What follows belongs to an exercise in optimizing a design on an open flow for small area; a production flow would make more cautious choices. Only simulation tests tie the RTL to the original design; equivalence was not proved.

[flow/run.sh]
#!/bin/bash
# synth_recipe.tcl (not shown) runs the flow's synth.tcl, then flattens the netlist and writes it again
# the make line also repeats each setting of config.mk as NAME=value (left out here)
make -C /OpenROAD-flow-scripts/flow DESIGN_CONFIG=/design/flow/config.mk WORK_HOME=/design/flow/orfs CLKGATE_MAP_FILE= SYNTH_SCRIPT=/design/flow/synth_recipe.tcl finish
[flow/constraint.sdc]
create_clock -name core_clock -period 6.0 [get_ports {clk}]
set_input_delay 1.2000 -clock core_clock [delete_from_list [all_inputs] [get_ports {clk}]]
set_output_delay 1.2000 -clock core_clock [all_outputs]
set_load 0.01 [all_outputs]
[flow/config.mk]
export PLATFORM = sky130hd
export DESIGN_NAME = resample_interp
export DESIGN_NICKNAME = resample_interp
export VERILOG_FILES = /design/flow/design.v
export SDC_FILE = /design/flow/constraint.sdc
export NUM_CORES = 4
export LEC_CHECK = 0
export CAP_MARGIN = 20
export CORE_MARGIN = 2
export CORE_UTILIZATION = 40
export PLACE_DENSITY = 0.6
export SLEW_MARGIN = 20
[flow/design.v]
module resample_interp #(
    parameter int SYM_WIDTH = 1,
    parameter int INT_WIDTH = 1,
    parameter int DEC_WIDTH = 14,
    parameter int MU_WIDTH  = 8,
    parameter int DEPTH     = 8,
    parameter int CNT_WIDTH = 16,
    localparam int DW = SYM_WIDTH + INT_WIDTH + DEC_WIDTH,
    localparam int LW = $clog2(DEPTH) + 1
) (
    input  logic                 clk,
    input  logic                 rst,
    input  logic                 flush,
    input  logic                 in_valid,
    input  logic [DW-1:0]        in_i,
    input  logic [DW-1:0]        in_q,
    input  logic                 mk,
    input  logic [MU_WIDTH-1:0]  mu,
    input  logic                 mode,
    input  logic                 out_ready,
    output logic                 out_valid,
    output logic [DW-1:0]        out_i,
    output logic [DW-1:0]        out_q,
    output logic [LW-1:0]        fifo_level,
    output logic                 overflow,
    output logic [CNT_WIDTH-1:0] sym_cnt
);
    localparam int AW = $clog2(DEPTH);
    localparam int SW = DW + MU_WIDTH;
    logic                 strobe;
    logic                 x_zero;
    logic [DW-1:0]        x_i, x_q;
    logic                 s1_valid, s2_valid, s3_valid;
    logic [DW-1:0]        s1_a_i, s1_a_q;
    logic [MU_WIDTH-1:0]  s1_mu;
    logic [DW-1:0]        s2_y_i, s2_y_q, s3_y_i, s3_y_q;
    logic [DW-1:0]        y_i, y_q;
    logic [DW-1:0]        mem_i [DEPTH];
    logic [DW-1:0]        mem_q [DEPTH];
    logic [AW-1:0]        wr_ptr, rd_ptr;
    logic                 full, pop, wr_ok;
    assign strobe = in_valid && mk;
    always_ff @(posedge clk or posedge rst) begin
        if (rst) begin
            x_zero   <= 1'b1;
            s1_valid <= 1'b0;
            s2_valid <= 1'b0;
            s3_valid <= 1'b0;
        end else if (flush) begin
            x_zero   <= 1'b1;
            s1_valid <= 1'b0;
            s2_valid <= 1'b0;
            s3_valid <= 1'b0;
        end else begin
            if (in_valid) x_zero <= 1'b0;
            s1_valid <= strobe;
            s2_valid <= s1_valid;
            s3_valid <= s2_valid;
        end
    end
    always_ff @(posedge clk) begin
        if (in_valid) begin
            x_i <= in_i;
            x_q <= in_q;
        end
        s1_a_i <= !mode ? in_i : x_zero ? '0 : x_i;
        s1_a_q <= !mode ? in_q : x_zero ? '0 : x_q;
        s1_mu  <= mu;
        s2_y_i <= y_i;
        s2_y_q <= y_q;
        s3_y_i <= s2_y_i;
        s3_y_q <= s2_y_q;
    end
    function automatic logic [DW-1:0] interp(input logic [DW-1:0] a,
                                             input logic [DW-1:0] b,
                                             input logic [MU_WIDTH-1:0] m);
        logic [SW-1:0] acc;
        logic [DW-1:0] ao, bo;
        ao = a ^ (DW'(1) << (DW - 1));
        bo = b ^ (DW'(1) << (DW - 1));
        acc = (SW'(1) << (MU_WIDTH - 1)) + SW'(ao);
        for (int k = 0; k < MU_WIDTH; k++)
            acc = acc + (SW'(m[k] ? bo : ao) << k);
        interp = acc[SW-1:MU_WIDTH] ^ (DW'(1) << (DW - 1));
    endfunction
    assign y_i = interp(s1_a_i, x_i, s1_mu);
    assign y_q = interp(s1_a_q, x_q, s1_mu);
    assign full      = fifo_level == LW'(DEPTH);
    assign out_valid = fifo_level != '0;
    assign pop       = out_valid && out_ready;
    assign wr_ok     = s3_valid && (!full || pop);
    assign out_i     = out_valid ? mem_i[rd_ptr] : '0;
    assign out_q     = out_valid ? mem_q[rd_ptr] : '0;
    always_ff @(posedge clk) begin
        if (wr_ok && !flush) begin
            mem_i[wr_ptr] <= s3_y_i;
            mem_q[wr_ptr] <= s3_y_q;
        end
    end
    always_ff @(posedge clk or posedge rst) begin
        if (rst) begin
            wr_ptr     <= '0;
            rd_ptr     <= '0;
            fifo_level <= '0;
            overflow   <= 1'b0;
            sym_cnt    <= '0;
        end else if (flush) begin
            wr_ptr     <= '0;
            rd_ptr     <= '0;
            fifo_level <= '0;
            overflow   <= 1'b0;
            sym_cnt    <= '0;
        end else begin
            if (wr_ok) begin
                wr_ptr  <= wr_ptr + AW'(1);
                sym_cnt <= sym_cnt + CNT_WIDTH'(1);
            end
            if (pop) begin
                rd_ptr <= rd_ptr + AW'(1);
            end
            case ({wr_ok, pop})
                2'b10:   fifo_level <= fifo_level + LW'(1);
                2'b01:   fifo_level <= fifo_level - LW'(1);
                default: fifo_level <= fifo_level;
            endcase
            if (s3_valid && !wr_ok) begin
                overflow <= 1'b1;
            end
        end
    end
endmodule
==> results of run 1 <==
per-stage QoR:
stage | cells | area (µm²) | setup WS, ns | hold slack [ns]
after floorplan | 1800 | 24900 | 0.532 | 0.310
after global placement | 2673 | 26900 | 0.655 | 0.313
after detailed placement | 2673 | 26900 | 0.618 | 0.312
after CTS | 2752 | 28400 | 0.556 | 0.326
after global routing | 2754 | 28400 | 0.302 | 0.335
final | 2754 | 28400 | 0.577 | 0.325
worst paths after layout:
check / start / end / slack [ns]
setup / recovery: s1_mu[7]$_DFF_P_ / s2_y_q[9]$_DFF_P_ / 0.58
hold / removal: s2_y_q[0]$_DFF_P_ / s3_y_q[0]$_DFF_P_ / 0.32
setup reg to reg: s1_mu[7]$_DFF_P_ / s2_y_q[9]$_DFF_P_ / 0.58
hold reg to reg: s2_y_q[0]$_DFF_P_ / s3_y_q[0]$_DFF_P_ / 0.32
max in group asynchronous: rst / x_zero$_DFFE_PP1P_ / 4.65
min in group asynchronous: rst / sym_cnt[12]$_DFFE_PP0P_ / 1.01
flip-flops by register name, indices dropped and copies added, names as in the netlist, 4 cells and up:
register,cells
s3_y_q,16
s1_a_i,16
x_i,16
s1_mu,8
s2_y_q,16
s1_a_q,16
s2_y_i,16
fifo_level,4
x_q,16
mem_q,128
mem_i,128
sym_cnt,16
s3_y_i,16
cell usage in the layout (no fill, tap or decap), types with 5 or more instances in the layout:
cell type	n
inv_1	227
nor3_1	8
and3_1	8
a21o_1	17
nand2_1	33
dfxtp_1	98
clkbuf_8	7
mux4_2	64
nand4_1	7
or3_1	7
xnor2_1	29
buf_12	5
clkbuf_16	45
o21a_1	5
clkbuf_1	8
o21ai_0	45
dfxtp_2	6
nor2_1	67
nand3_1	20
nand3b_1	32
fa_1	201
dfrtp_1	27
buf_4	29
clkinv_2	8
nand2b_1	5
o21bai_1	5
clkdlybuf4s50_1	98
edfxtp_1	288
mux2_2	99
mux2i_1	184
a21oi_1	37
ha_1	111
nor2b_1	5
xor2_1	22
worst register-to-register path: stages, from the launching register on:
cell,delay [ns]
dfxtp_1,0.35
buf_4,0.43
mux2_2,0.43
fa_1,0.49
fa_1,0.52
inv_1,0.06
fa_1,0.53
inv_1,0.05
fa_1,0.45
fa_1,0.39
ha_1,0.37
a21oi_1,0.16
o21a_1,0.15
nor2b_1,0.14
a21o_1,0.17
nand2_1,0.12
a2111o_1,0.42
o311ai_1,0.10
routing by layer:
layer / part of all wire / routed length (µm) / up-vias / track usage
met5: 0 / 0 / - / 0
met4: 0.015 / 828 / 0 / 0.0372
met3: 0.042 / 2260 / 58 / 0.0271
met2: 0.46 / 24800 / 263 / 0.273
met1: 0.48 / 26000 / 7201 / 0.251
li1: - / - / 6470 / -
cells by family (layout without fill, tap and decap cells):
kind of cell	after synthesis	count (layout)	share of synthesized area
DFF	423	423	0.462
adders and majority gates	312	312	0.217
buffers and inverters	325	442	0.0493
AOI/OAI and AO/OA	133	133	0.0331
muxes	347	347	0.177
xor gates and xnor gates	51	51	0.0179
and+or+nand+nor	209	209	0.0435
layout make-up:
class	instances	area, µm²	share of cell area
sequential	423	11500	0.406
multi-input combinational	1052	12200	0.430
tap	837	1050	0.0369
clock inverter	19	183	0.00643
clock buffer	60	1250	0.0441
inverter	228	856	0.0301
timing repair buffer	135	1320	0.0465
==> results.sh, run 1 <==
export IMPL_clock_path_buffers=3
export IMPL_gr_total_overflow=0
export IMPL_synthFlopType="edfxtp_1"
export IMPL_critPathSlowestCell="fa_1"
export IMPL_finalHoldViolCount=0
export IMPL_rsz0062_at_grt="false"
export IMPL_drc=0
export IMPL_ys_warn_count=1
export IMPL_min_path_cells=0
export IMPL_report_final_setup_viol=0
export IMPL_htree_levels=2
export IMPL_slowest_delay_ns=0.53
export IMPL_grt_max_degree=65
export IMPL_ys_seq_area_frac=0.462
export IMPL_critical_path_startpoint_type="flop"
export IMPL_utilization=0.461
export IMPL_num_rows=91
export IMPL_fin_skew_ns=0.0168
export IMPL_dr_pass1_iters=5
export IMPL_ios=101
export IMPL_syn_mean_instance_area_um2=13.8
export IMPL_cp_common_cell="fa_1"
export IMPL_vias=14000
export IMPL_gp_congestion=0.836
export IMPL_min_period_ns=5.42
export IMPL_cts_sinks=423
export IMPL_nFillCells=5474
export IMPL_endpoint_kind="flop"
export IMPL_final_max_slew_violation_count=0
export IMPL_wl_per_cell_um=19.6
export IMPL_post_cts_buffers=0
export IMPL_worstSetupPathDepth=17
export IMPL_grt_pass1_vias=14900
export IMPL_netlist_instances=1800
export IMPL_antenna_cells=0
export IMPL_ys_types=57
export IMPL_crit_buf_inv=3
export IMPL_nets=2243
export IMPL_path_clk_slew_ns=0.06
export IMPL_synth_edf_count=288
export IMPL_outcome="timing/DRC/antenna clean"
export IMPL_root_buffer="clkbuf_16"
export IMPL_r2r_cells=17
export IMPL_synth_top_area_share=0.347
export IMPL_dp_hpwl_mm=37.1
export IMPL_numCtsBuffers=44
export IMPL_ant_nets=0
export IMPL_ctsResizeCount=0
export IMPL_hp_class="reg -> reg"
export IMPL_crit_family="adder cells"
export IMPL_die_w_um=254
export IMPL_drive_above_1_share=0.156
export IMPL_die_height_um=254
export IMPL_drt_iter0_drc=796
export IMPL_fin_tns_setup_ns=0
export IMPL_maxCapViolations=0
export IMPL_fmax_ghz=0.184
export IMPL_cts_tree="yes"
export IMPL_worst_slew_pin_slew_ns=1.02
export IMPL_dieArea_um2=64300
export IMPL_syn2layout_area_growth_pct=14.0
export IMPL_cp_arrival_ns=5.88
export IMPL_worstPathMaxFanout=33
export IMPL_slew_headroom=0.316
export IMPL_wirelength_mm=53.9
export IMPL_crit_chain="buf_4 > mux2_2 > fa_1 > fa_1 > inv_1 > fa_1 > inv_1 > fa_1 > fa_1 > ha_1 > a21oi_1 > o21a_1 > nor2b_1 > a21o_1 > nand2_1 > a2111o_1 > o311ai_1"
export IMPL_crit_type="reg -> reg"
export IMPL_antenna_found_initial=0
export IMPL_cp_data_required_time_ns=6.46
export IMPL_syn_nets=2159
export IMPL_async_reset_ff_frac=0.0733
export IMPL_hold_buffers=0
export IMPL_synth_largest_area_cell="edfxtp_1"
export IMPL_grt_pass1_wl_mm=86.4
export IMPL_grt_total_usage=0.173
export IMPL_avgViaCountPerCell=5.08
export IMPL_coreArea_um2=61600
export IMPL_yosysMostFrequentCell="edfxtp_1"
export IMPL_start_util=0.404
export IMPL_period_share=0.904
export IMPL_port_buffers=100
export IMPL_syn_cell_area_um2=24900
export IMPL_clk_latency_ns=0.57
export IMPL_synthTopCellsByArea="edfxtp_1, fa_1, dfxtp_1"
export IMPL_synth_common_cells="edfxtp_1, inv_1, fa_1"
export IMPL_ys_ff_latch=423
==> run 2, diff against run 1 <==
--- a/flow/config.mk
+++ b/flow/config.mk
@@ -8,5 +8,6 @@
 export CAP_MARGIN = 20
 export CORE_MARGIN = 2
 export CORE_UTILIZATION = 40
+export CTS_BUF_LIST = sky130_fd_sc_hd__clkbuf_4
 export PLACE_DENSITY = 0.6
 export SLEW_MARGIN = 20
==> results.sh, run 2 <==
export IMPL_outcome="timing/DRC/antenna clean"
export IMPL_critical_path_startpoint="s1_mu[7]$_DFF_P_"
export IMPL_slew_headroom=0.336
export IMPL_ys_types=57
export IMPL_mostFrequentLayoutCells="edfxtp_1, inv_1, fa_1"
export IMPL_coreArea_um2=61600
export IMPL_synth_largest_area_cell="edfxtp_1"
export IMPL_largest_registers="mem_i (128), mem_q (128)"
export IMPL_reg2reg_from="s1_mu[7]$_DFF_P_"
export IMPL_drt_iter0_drc=737
export IMPL_ctsResizeCount=0
export IMPL_syn_nets=2159
export IMPL_nets=2304
export IMPL_post_cts_buffers=0
export IMPL_finalHoldViolCount=0
export IMPL_min_period_ns=5.42
export IMPL_wirelength_mm=54.0
export IMPL_yosysMostFrequentCell="edfxtp_1"
export IMPL_num_rows=91
export IMPL_synthFlopType="edfxtp_1"
export IMPL_cp_common_cell="fa_1"
export IMPL_synth_top_area_share=0.347
export IMPL_htree_levels=3
export IMPL_grt_total_usage=0.174
export IMPL_synth_top_family_by_area="adder cells"
export IMPL_synthTopCellsByArea="edfxtp_1, fa_1, dfxtp_1"
export IMPL_start_util=0.404
export IMPL_maxCapViolations=0
export IMPL_drive_above_1_share=0.197
export IMPL_netlist_instances=1800
export IMPL_dieArea_um2=64300
export IMPL_die_height_um=254
export IMPL_crit_type="reg -> reg"
export IMPL_fmax_ghz=0.184
export IMPL_ys_ff_latch=423
export IMPL_syn_mean_instance_area_um2=13.8
export IMPL_port_buffers=100
export IMPL_crit_chain="buf_4 > mux2_2 > fa_1 > fa_1 > inv_1 > fa_1 > inv_1 > fa_1 > fa_1 > ha_1 > a21oi_1 > o21a_1 > nor2b_1 > a21o_1 > nand2_1 > a2111o_1 > o311ai_1"
export IMPL_dr_pass1_iters=5
export IMPL_ant_nets=0
export IMPL_final_common_cell="edfxtp_1"
export IMPL_report_final_setup_viol=0
export IMPL_syn2layout_area_growth_pct=14.0
export IMPL_synth_compound_area_frac=0.0331
export IMPL_antenna_found_initial=3
export IMPL_gp_congestion=0.836
export IMPL_dp_hpwl_mm=37.1
export IMPL_gr_total_overflow=0
export IMPL_endpoint_kind="flop"
export IMPL_yosys_area_share_simple=0.0435
export IMPL_avgViaCountPerCell=4.99
export IMPL_cp_data_required_time_ns=6.68
export IMPL_crit_family="adder cells"
export IMPL_ys_warn_count=1
export IMPL_period_share=0.903
export IMPL_fin_tns_setup_ns=0
export IMPL_wl_per_cell_um=18.8
export IMPL_cp_arrival_ns=6.10
export IMPL_root_buffer="clkbuf_4"
export IMPL_cts_sinks=423
export IMPL_synth_edf_count=288
export IMPL_hold_buffers=0
export IMPL_rrSetupSlack_ns=0.58
export IMPL_worstPathMaxFanout=33
export IMPL_synthMuxAreaShare=0.177
export IMPL_min_delay_start="s2_y_i[15]$_DFF_P_"
export IMPL_critical_path_startpoint_type="flop"
export IMPL_hold_end="s3_y_i[15]$_DFF_P_"
export IMPL_synth_fa_ha_area_frac=0.217
export IMPL_clock_path_buffers=3
export IMPL_final_max_slew_violation_count=0
export IMPL_r2r_end="s2_y_q[9]$_DFF_P_"
export IMPL_die_w_um=254
export IMPL_ios=101
export IMPL_vias=14400
export IMPL_min_path_cells=0
export IMPL_synth_xor_area_frac=0.0179
export IMPL_clk_latency_ns=0.82
export IMPL_grt_pass1_vias=15400
export IMPL_r2r_cells=17
export IMPL_async_reset_ff_frac=0.0733
export IMPL_hp_class="reg -> reg"
export IMPL_numCtsBuffers=105
export IMPL_path_clk_slew_ns=0.07
export IMPL_grt_max_degree=65
export IMPL_grt_pass1_wl_mm=87.1
export IMPL_synth_common_cells="edfxtp_1, inv_1, fa_1"
export IMPL_fin_skew_ns=0.0561
export IMPL_slowest_delay_ns=0.53
export IMPL_ys_seq_area_frac=0.462
export IMPL_rsz0062_at_grt="false"
export IMPL_syn_cell_area_um2=24900
export IMPL_drc=0
export IMPL_worst_slew_pin_slew_ns=0.994
export IMPL_crit_buf_inv=3
export IMPL_critPathSlowestCell="fa_1"
export IMPL_cts_tree="yes"
==> run 2: cell families after synthesis <==
group	count (synthesis)
simple gates	209
flops	423
buf+inv	325
mux	347
fa+ha+maj	312
compound gates	133
xor+xnor	51
==> run 2: worst max-delay path by stage <==
stage / end / cells past startpoint
final: s2_y_q[9]$_DFF_P_ / 17
after global routing: s2_y_q[9]$_DFF_P_ / 17
after CTS: s2_y_q[9]$_DFF_P_ / 17
after detailed placement: s2_y_q[9]$_DFF_P_ / 17
after global placement: s2_y_q[9]$_DFF_P_ / 17
after floorplan: mem_i[0][0]$_DFFE_PP_ / 4
==> run 2: area by class of cell <==
type	instances	area (µm²)
Fill cell	5554	33200
Inverter	228	856
Multi-Input combinational cell	1052	12200
Clock buffer	158	1190
Sequential cell	423	11500
Timing Repair Buffer	135	1320
Clock inverter	41	225
Antenna cell	2	5.00
Tap cell	837	1050
==> run 2: stage by stage <==
stage | util | hold WS [ns] | worst slack, ns | cells | cell area (µm²)
after floorplan | - | 0.310 | 0.532 | 1800 | 24900
after global placement | 0.437 | 0.313 | 0.655 | 2673 | 26900
after detailed placement | 0.437 | 0.312 | 0.618 | 2673 | 26900
after CTS | 0.460 | 0.325 | 0.537 | 2872 | 28300
after global routing | 0.461 | 0.328 | 0.313 | 2876 | 28400
final | 0.461 | 0.329 | 0.579 | 2876 | 28400
==> run 2: metal layers <==
metal	vias up	part of all wire	routed length [µm]	global-route usage
li1	6689	-	-	-
met1	7265	0.47	25400	0.246
met2	332	0.46	25000	0.275
met3	76	0.050	2700	0.0351
met4	0	0.016	855	0.0480
met5	-	0	0	0
==> run 3, diff against run 2 <==
--- a/flow/config.mk
+++ b/flow/config.mk
@@ -8,6 +8,8 @@
 export CAP_MARGIN = 20
 export CORE_MARGIN = 2
 export CORE_UTILIZATION = 40
-export CTS_BUF_LIST = sky130_fd_sc_hd__clkbuf_4
+export CTS_BUF_LIST = sky130_fd_sc_hd__clkbuf_8
+export CTS_CLUSTER_DIAMETER = 60
+export CTS_CLUSTER_SIZE = 16
 export PLACE_DENSITY = 0.6
 export SLEW_MARGIN = 20
==> results.sh, run 3 <==
export IMPL_drt_iter0_drc=708
export IMPL_nets=2235
export IMPL_num_rows=91
export IMPL_critical_path_startpoint_type="flop"
export IMPL_ios=101
export IMPL_synth_top_area_share=0.347
export IMPL_crit_type="reg -> reg"
export IMPL_post_place_cells=2673
export IMPL_synth_largest_area_cell="edfxtp_1"
export IMPL_syn2layout_area_growth_pct=11.2
export IMPL_whs_ns=0.315
export IMPL_clock_path_buffers=3
export IMPL_htree_levels=2
export IMPL_synth_edf_count=288
export IMPL_syn_mean_instance_area_um2=13.8
export IMPL_ctsResizeCount=0
export IMPL_endpoint_kind="flop"
export IMPL_syn_cell_area_um2=24900
export IMPL_wl_per_cell_um=19.5
export IMPL_dr_pass1_iters=4
export IMPL_grt_max_degree=65
export IMPL_gr_total_overflow=0
export IMPL_port_buffers=100
export IMPL_coreArea_um2=61600
export IMPL_grt_total_usage=0.171
export IMPL_ys_seq_area_frac=0.462
export IMPL_slew_headroom=0.323
export IMPL_synth_common_cells="edfxtp_1, inv_1, fa_1"
export IMPL_nFillCells=5550
export IMPL_die_w_um=254
export IMPL_dieArea_um2=64300
export IMPL_avgViaCountPerCell=5.06
export IMPL_clk_latency_ns=0.62
export IMPL_drive_above_1_share=0.147
export IMPL_ys_warn_count=1
export IMPL_mostFrequentLayoutCells="edfxtp_1, inv_1, fa_1"
export IMPL_cts_tree="yes"
export IMPL_period_share=0.905
export IMPL_ys_ff_latch=423
export IMPL_vias=13900
export IMPL_drc=0
export IMPL_worstPathMaxFanout=33
export IMPL_gp_congestion=0.836
export IMPL_fin_skew_ns=0.0255
export IMPL_dp_hpwl_mm=37.1
export IMPL_outcome="timing/DRC/antenna clean"
export IMPL_root_buffer="clkbuf_8"
export IMPL_cts_sinks=423
export IMPL_syn_nets=2159
export IMPL_utilization=0.449
export IMPL_hp_class="reg -> reg"
export IMPL_path_clk_slew_ns=0.10
export IMPL_final_max_slew_violation_count=0
export IMPL_synthFlopType="edfxtp_1"
export IMPL_yosysMostFrequentCell="edfxtp_1"
export IMPL_cp_arrival_ns=5.93
export IMPL_antenna_found_initial=1
export IMPL_netlist_instances=1800
export IMPL_die_height_um=254
export IMPL_synthTopCellsByArea="edfxtp_1, fa_1, dfxtp_1"
export IMPL_grt_pass1_wl_mm=85.8
export IMPL_largest_registers="mem_i (128), mem_q (128)"
export IMPL_cp_data_required_time_ns=6.50
export IMPL_wirelength_mm=53.3
export IMPL_worst_slew_pin_slew_ns=1.01
export IMPL_maxCapViolations=0
export IMPL_ys_types=57
export IMPL_rsz0062_at_grt="false"
export IMPL_ant_nets=0
export IMPL_layout_cells_non_filler=2739
export IMPL_finalHoldViolCount=0
export IMPL_min_period_ns=5.43
export IMPL_hold_buffers=0
export IMPL_numCtsBuffers=36
export IMPL_grt_pass1_vias=14800
export IMPL_report_final_setup_viol=0
export IMPL_fin_tns_setup_ns=0
export IMPL_start_util=0.404
export IMPL_post_cts_buffers=0
export IMPL_fmax_ghz=0.184
export IMPL_final_common_cell="edfxtp_1"
export IMPL_async_reset_ff_frac=0.0733
## run 3: cell counts after synthesis
Identical to the previous run, type by type.
## run 3: logic make-up after synthesis
group,after synthesis,synth area share
compound gates,133,0.0331
fa+ha+maj,312,0.217
flops,423,0.462
simple gates,209,0.0435
xor+xnor,51,0.0179
buf+inv,325,0.0493
mux,347,0.177
## run 3: cell type report
class | count | area (µm²) | share of cell area
multi-input cells | 1052 | 12200 | 0.441
flip-flops and latches | 423 | 11500 | 0.416
repair buffers | 135 | 1320 | 0.0477
well taps | 837 | 1050 | 0.0378
inverters | 228 | 856 | 0.0309
clock buffers | 37 | 509 | 0.0184
clock inverters | 26 | 206 | 0.00746
diodes | 1 | 2.50 | 0.0000904
## run 3: critical path, stage by stage (launching register included)
cell and delay [ns]:
dfxtp_1 0.35, buf_4 0.43, mux2_2 0.41, fa_1 0.49
fa_1 0.52, inv_1 0.06, fa_1 0.53, inv_1 0.05
fa_1 0.45, fa_1 0.39, ha_1 0.37, a21oi_1 0.16
o21a_1 0.15, nor2b_1 0.14, a21o_1 0.17, nand2_1 0.12
a2111o_1 0.43, o311ai_1 0.10
## run 3: metrics by stage
step                area (µm²)  setup WS, ns
global placement         26900         0.655
floorplan                24900         0.532
global route             27700         0.300
finish                   27700         0.571
CTS                      27600         0.549
detailed placement       26900         0.618
## run 3: routing by layer
layer	share of wire	wire [µm]	up-vias	track usage
met5	0	0	-	0
met4	0.013	712	0	0.0340
met3	0.042	2250	57	0.0290
met2	0.46	24600	243	0.271
met1	0.48	25800	7135	0.249
li1	-	-	6434	-
## run 3: final timing paths
| kind | cells past startpoint | start | slack [ns] | endpoint |
|---|---|---|---|---|
| setup / recovery | 17 | s1_mu[7]$_DFF_P_ | 0.57 | s2_y_q[9]$_DFF_P_ |
| hold / removal | 0 | s2_y_i[15]$_DFF_P_ | 0.31 | s3_y_i[15]$_DFF_P_ |
| setup reg to reg | 17 | s1_mu[7]$_DFF_P_ | 0.57 | s2_y_q[9]$_DFF_P_ |
| hold reg to reg | 0 | s2_y_i[15]$_DFF_P_ | 0.31 | s3_y_i[15]$_DFF_P_ |
| max in group asynchronous | 3 | rst | 4.70 | x_zero$_DFFE_PP1P_ |
| min in group asynchronous | 3 | rst | 0.96 | fifo_level[2]$_DFFE_PP0P_ |
==> run 4, diff against run 3 <==
--- a/flow/config.mk
+++ b/flow/config.mk
@@ -8,8 +8,8 @@
 export CAP_MARGIN = 20
 export CORE_MARGIN = 2
 export CORE_UTILIZATION = 40
-export CTS_BUF_LIST = sky130_fd_sc_hd__clkbuf_8
-export CTS_CLUSTER_DIAMETER = 60
-export CTS_CLUSTER_SIZE = 16
+export CTS_BUF_LIST = sky130_fd_sc_hd__clkbuf_16
+export CTS_CLUSTER_DIAMETER = 80
+export CTS_CLUSTER_SIZE = 25
 export PLACE_DENSITY = 0.6
 export SLEW_MARGIN = 20
==> results.sh, run 4 <==
export IMPL_mostFrequentLayoutCells="edfxtp_1, inv_1, fa_1"
export IMPL_syn2layout_area_growth_pct=11.0
export IMPL_cp_data_required_time_ns=6.43
export IMPL_clock_path_buffers=3
export IMPL_min_period_ns=5.46
export IMPL_numCtsBuffers=22
export IMPL_slew_headroom=0.317
export IMPL_critical_path_startpoint_type="flop"
export IMPL_cts_sinks=423
export IMPL_yosysMostFrequentCell="edfxtp_1"
export IMPL_dieArea_um2=64300
export IMPL_syn_cell_area_um2=24900
export IMPL_outcome="timing/DRC/antenna clean"
export IMPL_fin_tns_setup_ns=0
export IMPL_final_max_slew_violation_count=0
export IMPL_dr_pass1_iters=5
export IMPL_crit_chain="buf_4 > mux2_2 > fa_1 > fa_1 > inv_1 > fa_1 > inv_1 > fa_1 > fa_1 > ha_1 > a21oi_1 > o21a_1 > nor2b_1 > a21o_1 > nand2_1 > a2111o_1 > o311ai_1"
export IMPL_min_path_cells=0
export IMPL_fmax_ghz=0.183
export IMPL_clk_latency_ns=0.56
export IMPL_cp_common_cell="fa_1"
export IMPL_synthTopCellsByArea="edfxtp_1, fa_1, dfxtp_1"
export IMPL_maxCapViolations=0
export IMPL_synth_largest_area_cell="edfxtp_1"
export IMPL_ys_seq_area_frac=0.462
export IMPL_post_cts_buffers=0
export IMPL_ys_types=57
export IMPL_syn_mean_instance_area_um2=13.8
export IMPL_ant_nets=0
export IMPL_layout_cells_non_filler=2715
export IMPL_ys_warn_count=1
export IMPL_drt_iter0_drc=765
export IMPL_hold_buffers=0
export IMPL_num_rows=91
export IMPL_ctsResizeCount=0
export IMPL_synth_common_cells="edfxtp_1, inv_1, fa_1"
export IMPL_fin_skew_ns=0.0328
export IMPL_synthFlopType="edfxtp_1"
export IMPL_die_height_um=254
export IMPL_antenna_cells=0
export IMPL_post_place_cells=2673
export IMPL_dp_hpwl_mm=37.1
export IMPL_path_clk_slew_ns=0.10
export IMPL_ys_ff_latch=423
export IMPL_port_buffers=100
export IMPL_drc=0
export IMPL_wl_per_cell_um=19.5
export IMPL_multiInputGateArea_um2=12200
export IMPL_critPathSlowestCell="fa_1"
export IMPL_grt_pass1_vias=14700
export IMPL_netlist_instances=1800
export IMPL_cts_tree="yes"
export IMPL_crit_buf_inv=3
export IMPL_wirelength_mm=53.0
export IMPL_seq_area_um2=11500
export IMPL_synth_edf_count=288
export IMPL_gp_congestion=0.836
export IMPL_avgViaCountPerCell=5.09
export IMPL_largest_registers="mem_i (128), mem_q (128)"
export IMPL_coreArea_um2=61600
export IMPL_worst_slew_pin_slew_ns=1.02
export IMPL_worstSetupPathDepth=17
export IMPL_report_final_setup_viol=0
export IMPL_finalHoldViolCount=0
export IMPL_crit_type="reg -> reg"
export IMPL_grt_max_degree=65
export IMPL_period_share=0.909
export IMPL_crit_family="adder cells"
export IMPL_endpoint_kind="flop"
export IMPL_final_common_cell="edfxtp_1"
export IMPL_syn_nets=2159
export IMPL_htree_levels=1
export IMPL_grt_total_usage=0.169
export IMPL_nFillCells=5549
export IMPL_start_util=0.404
export IMPL_worstPathMaxFanout=33
export IMPL_root_buffer="clkbuf_16"
export IMPL_ios=101
export IMPL_grt_pass1_wl_mm=85.3
export IMPL_slowest_delay_ns=0.53
export IMPL_die_w_um=254
export IMPL_gr_total_overflow=0
export IMPL_synth_top_area_share=0.347
export IMPL_rsz0062_at_grt="false"
export IMPL_vias=13800
export IMPL_antenna_found_initial=0
export IMPL_async_reset_ff_frac=0.0733
export IMPL_r2r_cells=17
export IMPL_drive_above_1_share=0.138
export IMPL_nets=2221
export IMPL_hp_class="reg -> reg"
export IMPL_cp_arrival_ns=5.88
## run 4: cell families (layout without fill, tap and decap cells)
family	after synthesis	count (layout)	synth area share
adders and majority gates	312	312	0.217
xor gates and xnor gates	51	51	0.0179
AOI/OAI and AO/OA	133	133	0.0331
and+or+nand+nor	209	209	0.0435
DFF	423	423	0.462
buffers and inverters	325	403	0.0493
muxes	347	347	0.177
## run 4: worst register-to-register path: stages (launching register included)
cell      delay [ns]
dfxtp_1         0.36
buf_4           0.43
mux2_2          0.44
fa_1            0.49
fa_1            0.52
inv_1           0.06
fa_1            0.53
inv_1           0.05
fa_1            0.45
fa_1            0.39
ha_1            0.37
a21oi_1         0.16
o21a_1          0.15
nor2b_1         0.14
a21o_1          0.17
nand2_1         0.12
a2111o_1        0.42
o311ai_1        0.09
## run 4: area by class of cell
class / count / area share
repair buffers: 135 / 0.0477
multi-input cells: 1052 / 0.442
well taps: 837 / 0.0379
flip-flops and latches: 423 / 0.417
inverters: 228 / 0.0310
clock inverters: 17 / 0.00407
clock buffers: 23 / 0.0208
## run 4: final timing paths
kind | start | endpoint | slack [ns]
setup reg to reg | s1_mu[7]$_DFF_P_ | s2_y_q[9]$_DFF_P_ | 0.54
setup / recovery | s1_mu[7]$_DFF_P_ | s2_y_q[9]$_DFF_P_ | 0.54
hold reg to reg | s2_y_q[0]$_DFF_P_ | s3_y_q[0]$_DFF_P_ | 0.33
hold / removal | s2_y_q[0]$_DFF_P_ | s3_y_q[0]$_DFF_P_ | 0.33
min in group asynchronous | rst | overflow$_DFFE_PP0P_ | 1.01
max in group asynchronous | rst | x_zero$_DFFE_PP1P_ | 4.63
## run 4: routing by layer
layer | track usage | wire (µm)
met4 | 0.0264 | 585
met1 | 0.250 | 25700
met3 | 0.0198 | 2150
met5 | 0 | 0
met2 | 0.272 | 24600
## run 4: stage by stage
step	area, µm²	utilization	setup slack [ns]	hold WS, ns
after floorplan	24900	-	0.532	0.310
after global placement	26900	0.437	0.655	0.313
final	27600	0.449	0.545	0.333
after CTS	27600	0.448	0.516	0.334
after detailed placement	26900	0.437	0.618	0.312
after global routing	27600	0.449	0.247	0.340

afterwards: timing with drivers on the ports:
Ports are ideal in the flow. The routed layouts listed here were re-timed in OpenROAD. Step 1 assumes that a clkbuf_16 drives the clock port and a buf_2 every other input. Step 2 times the ports against the registers' clock, not the clock port: input delays grow and output delays shrink by t, the midpoint of the rising clock arrivals with the driver on. a / b / c = ideal / step 1 / step 2; a / b = the first two.
run | shift t [ns] | slack for setup (ns) | slew at the worst register clock pin (ns) | worst data-port slew with drivers (ns) | pins driven straight from the clock port
run 1 | 0.621 | 0.577 / 0.577 / 0.577 | 0.06 / 0.06 | 0.06 | 1
run 2 | 0.845 | 0.579 / 0.579 / 0.579 | 0.07 / 0.07 | 0.06 | 1
run 3 | 0.657 | 0.571 / 0.571 / 0.571 | 0.10 / 0.10 | 0.06 | 1
run 4 | 0.600 | 0.545 / 0.545 / 0.545 | 0.10 / 0.10 | 0.06 | 1
After both steps setup and hold are still met in every run listed.
